This is an optimization exercise on Yosys and OpenROAD, whose aim is small area, a short achievable clock period and few clock cycles per item, not a production implementation.
Where RTL was checked, it was by simulation tests only, not by an equivalence proof against the original.
Power is estimated from default activity; no workload was simulated.

Design swls_top, start of the top module:
module swls_top (
  input  logic        clk_i,
  input  logic        rst_ni,
  input  logic        start,
  output logic        busy,
  input  logic [1:0]  req_action,
  input  logic [31:0] req_value,
  output logic        rsp_valid_o,
  output logic [1:0]  rsp_status,
  output logic [31:0] rsp_popped_value,
  output logic        rsp_found,
  output logic [3:0]  rsp_found_index,
  output logic [31:0] rsp_top_value,
  output logic [4:0]  rsp_entry_count,
  output logic        rsp_is_empty
);
  stack_with_linear_search #(
    .DEPTH      (16),
    .DATA_WIDTH (32)
  ) u_stack (
    .clk_i            (clk_i),
    .rst_ni           (rst_ni),
    .start            (start),
    .busy             (busy),
    .req_action       (req_action),
    .req_value        (req_value),
    .rsp_valid_o      (rsp_valid_o),
    .rsp_status       (rsp_status),
    .rsp_popped_value (rsp_popped_value),
    .rsp_found        (rsp_found),
    .rsp_found_index  (rsp_found_index),
    .rsp_top_value    (rsp_top_value),
    .rsp_entry_count  (rsp_entry_count),
  ...
Size: roughly 3,200 cells after synthesis, ~590 flip-flops, about 120 I/O pins, roughly 28,000 sq um of cells after synthesis.
Settings: LEC_CHECK=0, ABC_CLOCK_PERIOD_IN_PS=2400, CAP_MARGIN=20, CORE_MARGIN=2, CORE_UTILIZATION=45, SETUP_SLACK_MARGIN=2.6, SLEW_MARGIN=20; clock period 5.0 ns.
run.sh (not shown) runs the stock make flow with config.mk's settings and CLKGATE_MAP_FILE= SYNTH_SCRIPT=/design/flow/synth_recipe.tcl, a recipe that flattens the netlist after the stock synthesis.
Testbench counts at the start, summed over its fixed seeds: cycles 16,008, items 16,000.
Rerun with:
Settings changed: ABC_CLOCK_PERIOD_IN_PS 2400 to 2000, SETUP_SLACK_MARGIN 2.6 to 3.0.
Area after synthesis is unchanged. Clock-buffer cell count stays the same. Total power rises by about 6%. Sequential share of layout area falls by 2.4 points. Cell area rises by about 7%. Utilization rises by 4.0 points. Global-route usage rises by 1.9 points. Register-to-register slack gets worse by 0.04 ns. Routed wire length rises by about 16%. Worst hold slack gets better by 0.011 ns.
Rerun with:
Settings changed: ABC_CLOCK_PERIOD_IN_PS 2000 to unset, SETUP_SLACK_MARGIN 3.0 to unset.
Result: Register-to-register slack degrades by 0.81 ns; wire length fell by 20%; final area fell by about 12%; sequential share of layout area rose by 4.3 points; cell count fell by 4.9%; combinational power fell by about 40%; via count fell by 9.8%; synthesized cell count stays the same; die area is unchanged; setup slack degrades by 0.81 ns; critical path depth is unchanged.

* * *

Another version of the RTL of swls_top (not shown whole).
For scale: about 630 flip-flops, about 29000 um2 of cells after synthesis.
Settings: LEC_CHECK=0, CAP_MARGIN=20, CORE_MARGIN=2, CORE_UTILIZATION=45, CTS_CLUSTER_DIAMETER=100, CTS_CLUSTER_SIZE=24, SETUP_SLACK_MARGIN=2.9, SLEW_MARGIN=20; clock period 5.0 ns.
The starting point finished with timing, DRC and antenna clean.
Testbench counts at the start, summed over its fixed seeds: cycles 16,008, items 16,000.
Change:
- CTS_CLUSTER_SIZE: 24 -> 30
The new run produced a clean layout.
Maximum frequency hardly moves.
Cell count barely changes.
Utilization climbs by 0.27 points.
Setup slack barely changes.
Clock power is about the same.
Combinational power climbs by about 3%.
Area after synthesis stays the same.
Clock-buffer cell count came out lower by 11.
Via count stays flat.
Synthesized cell count is unchanged.

* * *

Setup of trial 15:
Another version of the RTL of swls_top (not shown whole).
Size: about 3400 cells after synthesis, ~630 flip-flops, roughly 120 I/O pins, about 29000 um2 of cells after synthesis.
==> flow/config.mk <==
export PLATFORM = sky130hd
export DESIGN_NAME = swls_top
export DESIGN_NICKNAME = swls_top
export VERILOG_FILES = /design/flow/design.v
export SDC_FILE = /design/flow/constraint.sdc
export NUM_CORES = 4
export LEC_CHECK = 0
export CAP_MARGIN = 20
export CORE_MARGIN = 2
export CORE_UTILIZATION = 45
export CTS_BUF_LIST = sky130_fd_sc_hd__clkbuf_4 sky130_fd_sc_hd__clkbuf_8
export SETUP_SLACK_MARGIN = 2.6
export SLEW_MARGIN = 20
==> flow/constraint.sdc <==
create_clock -name core_clock -period 5.0 [get_ports {clk_i}]
set_input_delay 1.0000 -clock core_clock [delete_from_list [all_inputs] [get_ports {clk_i}]]
set_output_delay 1.0000 -clock core_clock [all_outputs]
set_load 0.01 [all_outputs]
Trial 15: flow completed, timing, DRC and antenna clean
For build 5, these inputs were changed with respect to trial 15:
Settings: removing CTS_BUF_LIST (formerly sky130_fd_sc_hd__clkbuf_4 sky130_fd_sc_hd__clkbuf_8).
==> comparison <==
Build 5 went all the way through synthesis, placement and routing and the layout is clean on timing, DRC and antenna. Build 5 vs. trial 15: met2 routing resource usage after global routing moved down, final layout net count moved down, via count moved down, power in sequential cells level, routed wire length moved up. Number of DRC violations after detailed routing came out exactly the same in trial 15 and build 5. Of trial 15 and build 5, the run reporting the higher highest attainable clock frequency was build 5. Area growth from synthesis to final layout sits higher in build 5 than in trial 15.
No run of this note included a check of the RTL's function; only the layout flow was run.

## re-timing with driven ports
In the flow no input, the clock included, has a driving cell. The finished layouts below were timed again as built, in two steps.
Step 1: set_driving_cell puts a clkbuf_16 on clk_i and a buf_2 on each other input, an assumption about the parent block.
Step 2 moves the port delays by t, midway between the first and last clock arrival at a register: inputs arrive t later, outputs are due t later. That takes back most of the time a late clock gives input paths.
Three values: no drivers, after step 1, after step 2; two values: the first two.
| run | shift t [ns] | slack for setup (ns) | hold WS [ns] | cell pins on the clock port's net |
|---|---|---|---|---|
| the first run of note 1 | 0.673 | 1.848 / 1.848 / 1.848 | 0.407 / 0.407 / 0.407 | 1 |
| the second run of note 1 | 0.679 | 1.804 / 1.804 / 1.804 | 0.418 / 0.418 / 0.418 | 1 |
| the third run of note 1 | 0.673 | 0.993 / 0.993 / 0.993 | 0.413 / 0.413 / 0.413 | 1 |
| the first run of note 2 | 0.709 | 2.701 / 2.635 / 2.239 | 0.349 / 0.349 / 0.349 | 1 |
| the second run of note 2 | 0.696 | 2.704 / 2.641 / 2.225 | 0.356 / 0.356 / 0.356 | 1 |
| trial 15 | 0.772 | 2.562 / 2.529 / 1.818 | 0.346 / 0.303 / 0.350 | 1 |
| build 5 | 0.689 | 2.586 / 2.562 / 1.937 | 0.353 / 0.353 / 0.353 | 1 |
After both steps setup and hold are still met in every run listed. For trial 15, which loses most, drivers alone change the setup slack by -0.033 ns; drivers and shift together by -0.744 ns.
